From an optimization exercise on the open Yosys and OpenROAD flow, aimed at small area, a short achievable clock period and few clock cycles per item; shortcuts taken in it are not production practice. Function was checked by simulation only, so behaviour that the tests miss may differ from the original. Power and IR drop assume default switching activity.

== run A ==
==> flow/design.v <==
package ahbl_pkg;
  localparam logic [1:0] HTRANS_IDLE   = 2'b00;
  localparam logic [1:0] HTRANS_BUSY   = 2'b01;
  localparam logic [1:0] HTRANS_NONSEQ = 2'b10;
  localparam logic [1:0] HTRANS_SEQ    = 2'b11;
  typedef enum logic [1:0] {
    StIdle = 2'd0,
    StFill = 2'd1,
    StResp = 2'd2
  } cache_state_e;
  function automatic logic htrans_active(input logic [1:0] htrans);
    case (htrans)
      HTRANS_NONSEQ, HTRANS_SEQ: htrans_active = 1'b1;
      HTRANS_IDLE, HTRANS_BUSY:  htrans_active = 1'b0;
      default:                   htrans_active = 1'b0;
    endcase
  endfunction
endpackage
module xip_line_cache_store #(
  parameter int unsigned NUM_LINES  = 16,
  parameter int unsigned LINE_WORDS = 4
) (
  input  logic                          clk_i,
  input  logic                          we_i,
  input  logic [NUM_LINES-1:0]          widx_i,    
  input  logic [LINE_WORDS-1:0]         wword_i,   
  input  logic [31:0]                   wdata_i,
  input  logic [$clog2(NUM_LINES)-1:0]  ridx_i,
  input  logic [$clog2(LINE_WORDS)-1:0] rword_i,
  output logic [31:0]                   rdata_o
);
  localparam int unsigned N = NUM_LINES * LINE_WORDS;
  logic [31:0] data_q [N];
  logic [N-1:0] rsel;
  for (genvar l = 0; l < NUM_LINES; l++) begin : g_line
    for (genvar w = 0; w < LINE_WORDS; w++) begin : g_word
      always_ff @(posedge clk_i) begin
        if (we_i & widx_i[l] & wword_i[w]) begin
          data_q[l * LINE_WORDS + w] <= wdata_i;
        end
      end
    end
  end
  assign rsel = N'(1) << {ridx_i, rword_i};
  always_comb begin
    rdata_o = '0;
    for (int k = 0; k < N; k++) begin
      rdata_o = rdata_o | (data_q[k] & {32{rsel[k]}});
    end
  end
endmodule
module xip_line_cache_ahbl #(
  parameter int unsigned NUM_LINES  = 16,
  parameter int unsigned LINE_WORDS = 4,
  parameter int unsigned ADDR_W     = 24
) (
  input  logic        HCLK,
  input  logic        HRESETn,
  input  logic        HSEL,
  input  logic [31:0] HADDR,
  input  logic [1:0]  HTRANS,
  input  logic        HWRITE,
  input  logic        HREADY,
  output logic        HREADYOUT,
  output logic [31:0] HRDATA,
  output logic        HRESP,
  output logic        M_HSEL,
  output logic [31:0] M_HADDR,
  output logic [1:0]  M_HTRANS,
  input  logic        M_HREADY,
  input  logic [31:0] M_HRDATA,
  input  logic        flush
);
  localparam int unsigned OFF_W  = $clog2(LINE_WORDS);
  localparam int unsigned IDX_W  = $clog2(NUM_LINES);
  localparam int unsigned TAG_W  = ADDR_W - OFF_W - IDX_W - 2;
  localparam int unsigned LINE_W = TAG_W + IDX_W;
  logic              accept, rd_raw, rd;
  logic [OFF_W-1:0]  a_word;
  logic [IDX_W-1:0]  a_idx;
  logic [TAG_W-1:0]  a_tag;
  logic [LINE_W-1:0] a_line;
  logic              unused_addr;
  assign unused_addr = ^{HADDR[31:ADDR_W], HADDR[1:0]};
  assign accept = HSEL & ahbl_pkg::htrans_active(HTRANS) & HREADY;
  assign rd_raw = HSEL & ahbl_pkg::htrans_active(HTRANS) & ~HWRITE;
  assign rd     = rd_raw & HREADY;
  assign a_word = HADDR[OFF_W+1:2];
  assign a_idx  = HADDR[OFF_W+IDX_W+1:OFF_W+2];
  assign a_tag  = HADDR[ADDR_W-1:OFF_W+IDX_W+2];
  assign a_line = HADDR[ADDR_W-1:OFF_W+2];
  logic [TAG_W-1:0]     tag_q [NUM_LINES];
  logic [NUM_LINES-1:0] valid_q;
  logic                  gen_q;
  logic [IDX_W-1:0]      cur_idx_q;
  logic [LINE_WORDS-1:0] arrived_q;
  logic                  m_act_q;
  logic [LINE_W-1:0]     m_line_q;
  logic [OFF_W-1:0]      m_word_q;
  logic                  m_gen_q;
  logic                  pend_q;      
  logic                  early_q;     
  logic                  dp_act_q;
  logic [OFF_W-1:0]      dp_word_q;
  logic [NUM_LINES-1:0]  dp_idx_oh_q;    
  logic [LINE_WORDS-1:0] dp_word_oh_q;
  logic                  dp_gen_q;
  logic                  wait_q;      
  logic [OFF_W-1:0]      wword_q;     
  logic [LINE_W-1:0]     line_q;      
  logic [31:0]           rdata_q;
  logic        tag_hit, arriving, bypass, word_ok, miss, m_free, fwd, early;
  logic [31:0] st_rdata;
  logic [NUM_LINES-1:0] line_match;
  for (genvar i = 0; i < NUM_LINES; i++) begin : g_match
    assign line_match[i] = valid_q[i] & (tag_q[i] == a_tag) & (a_idx == IDX_W'(i));
  end
  assign tag_hit  = (|line_match) & ~flush;
  assign arriving = M_HREADY & dp_act_q & (dp_gen_q == gen_q);
  assign bypass   = arriving & (cur_idx_q == a_idx) & (dp_word_q == a_word);
  assign word_ok  = (cur_idx_q != a_idx) | arrived_q[a_word] | bypass;
  assign miss     = rd & ~tag_hit;
  assign m_free   = ~m_act_q | (M_HREADY & (m_word_q == OFF_W'(LINE_WORDS - 1)));
  assign early    = fwd & rd_raw & ~tag_hit & m_free & ~pend_q;
  xip_line_cache_store #(
    .NUM_LINES  (NUM_LINES),
    .LINE_WORDS (LINE_WORDS)
  ) u_store (
    .clk_i   (HCLK),
    .we_i    (1'b1),
    .widx_i  (dp_idx_oh_q),
    .wword_i (dp_word_oh_q),
    .wdata_i (M_HRDATA),
    .ridx_i  (a_idx),
    .rword_i (a_word),
    .rdata_o (st_rdata)
  );
  always_ff @(posedge HCLK) begin
    if (rd) begin
      tag_q[a_idx] <= a_tag;
    end
  end
  always_ff @(posedge HCLK or negedge HRESETn) begin
    if (!HRESETn) begin
      valid_q <= '0;
    end else begin
      if (flush) begin
        valid_q <= '0;
      end
      if (rd) begin
        valid_q[a_idx] <= 1'b1;
      end
    end
  end
  assign fwd = wait_q & arriving & (dp_word_q == wword_q);
  always_ff @(posedge HCLK) begin
    rdata_q <= (wait_q | bypass) ? M_HRDATA : st_rdata;
    if (HREADY) begin
      line_q <= a_line;
    end
  end
  always_ff @(posedge HCLK or negedge HRESETn) begin
    if (!HRESETn) begin
      wait_q  <= 1'b0;
      wword_q <= '0;
    end else if (HREADY) begin
      wait_q  <= rd & ~(tag_hit & word_ok);
      wword_q <= a_word;
    end else if (fwd) begin
      wait_q  <= 1'b0;
    end
  end
  assign HREADYOUT = ~wait_q;
  assign HRDATA    = rdata_q;
  assign HRESP     = 1'b0;
  always_ff @(posedge HCLK or negedge HRESETn) begin
    if (!HRESETn) begin
      gen_q     <= 1'b0;
      cur_idx_q <= '0;
      arrived_q <= '1;
    end else if (miss) begin
      gen_q     <= ~gen_q;
      cur_idx_q <= a_idx;
      arrived_q <= '0;
    end else if (arriving) begin
      arrived_q[dp_word_q] <= 1'b1;
    end
  end
  always_ff @(posedge HCLK or negedge HRESETn) begin
    if (!HRESETn) begin
      m_act_q  <= 1'b0;
      m_word_q <= '0;
      m_gen_q  <= 1'b0;
      pend_q   <= 1'b0;
      early_q  <= 1'b0;
    end else begin
      early_q <= early;
      if (m_free) begin
        m_act_q  <= miss | pend_q | early;
        m_word_q <= '0;
        m_gen_q  <= pend_q ? gen_q : ~gen_q;
        pend_q   <= 1'b0;
      end else begin
        if (M_HREADY) begin
          m_word_q <= m_word_q + OFF_W'(1);
        end
        if (miss & ~early_q) begin
          pend_q <= 1'b1;
        end
      end
    end
  end
  always_ff @(posedge HCLK) begin
    if (m_free) begin
      m_line_q <= pend_q ? line_q : a_line;
    end
  end
  always_ff @(posedge HCLK or negedge HRESETn) begin
    if (!HRESETn) begin
      dp_act_q  <= 1'b0;
      dp_word_q <= '0;
      dp_gen_q  <= 1'b0;
      dp_idx_oh_q  <= '0;
      dp_word_oh_q <= '0;
    end else if (M_HREADY) begin
      dp_act_q  <= m_act_q;
      dp_word_q <= m_word_q;
      dp_gen_q  <= m_gen_q;
      dp_idx_oh_q  <= m_act_q ? NUM_LINES'(1) << m_line_q[IDX_W-1:0] : '0;
      dp_word_oh_q <= LINE_WORDS'(1) << m_word_q;
    end
  end
  assign M_HSEL   = m_act_q;
  assign M_HTRANS = m_act_q ? ahbl_pkg::HTRANS_NONSEQ : ahbl_pkg::HTRANS_IDLE;
  assign M_HADDR  = {{(32 - ADDR_W){1'b0}}, m_line_q, m_word_q, 2'b00};
endmodule
==> flow/config.mk <==
export PLATFORM = sky130hd
export DESIGN_NAME = xip_line_cache_ahbl
export DESIGN_NICKNAME = xip_line_cache_ahbl
export VERILOG_FILES = /design/flow/design.v
export SDC_FILE = /design/flow/constraint.sdc
export NUM_CORES = 4
export LEC_CHECK = 0
export CAP_MARGIN = 20
export CORE_MARGIN = 2
export CORE_UTILIZATION = 40
export CTS_CLUSTER_DIAMETER = 80
export CTS_CLUSTER_SIZE = 30
export PLACE_DENSITY = 0.72
export SETUP_SLACK_MARGIN = 3.0
export SLEW_MARGIN = 20
==> flow/constraint.sdc <==
create_clock -name core_clock -period 5.5 [get_ports {HCLK}]
set_input_delay 1.1000 -clock core_clock [delete_from_list [all_inputs] [get_ports {HCLK}]]
set_output_delay 1.1000 -clock core_clock [all_outputs]
set_load 0.01 [all_outputs]
run.sh (not shown) runs the stock make flow with config.mk's settings and CLKGATE_MAP_FILE= SYNTH_SCRIPT=/design/flow/synth_recipe.tcl, a recipe that flattens the netlist after the stock synthesis.
Testbench counts of run A, summed over its fixed seeds: cycles 42,421, reads 24,000.
#### Input delta (run B over run A)
- swapping 20 for 5 in SLEW_MARGIN
- swapping 20 for 5 in CAP_MARGIN
- clearing PLACE_DENSITY, which used to be 0.72
- swapping 3.0 for 3.2 in SETUP_SLACK_MARGIN
Notes after the runs:
- Run B went all the way through the flow, and no timing, DRC or antenna check failed.
- Power, run B and run A: larger value in run B
- Of the two values seen for slowest cell on the critical path, sky130_fd_sc_hd__nor4_4 was produced by run A and sky130_fd_sc_hd__or4b_4 by run B.
- On area growth from synthesis to final layout, run B and run A are basically level.
- From run A to run B the numbers moved as follows: routed length on met2 picked up an extra about 12%, via count lost about 4.4%.
- | sequential share of layout area | run A vs run B | ≈ equal |

-- re-timing with driven ports --
Ports are ideal in the flow. The routed layouts listed here were re-timed in OpenROAD. Step 1 sets driving cells, clkbuf_16 on the clock port and buf_2 on the other inputs (assumed; they add their load-dependent delay and slew). Step 2, shift: input delay + t, output delay - t, t = (earliest + latest rising clock arrival at the registers) / 2. This alone moves slack from input paths to output paths. Three values: ideal ports, drivers, drivers and shift; two values: the first two.
run	t (ns)	setup WS [ns]	worst setup path after step 2	latest minus earliest clock arrival (ns)
run A	0.887	2.469 / 2.520 / 1.633	input to register	0.069 / 0.069
run B	0.920	2.471 / 2.522 / 1.602	input to register	0.090 / 0.090
After both steps setup and hold are still met in every run listed. For run B, which loses most, drivers alone change the setup slack by +0.051 ns; drivers and shift together by -0.869 ns.
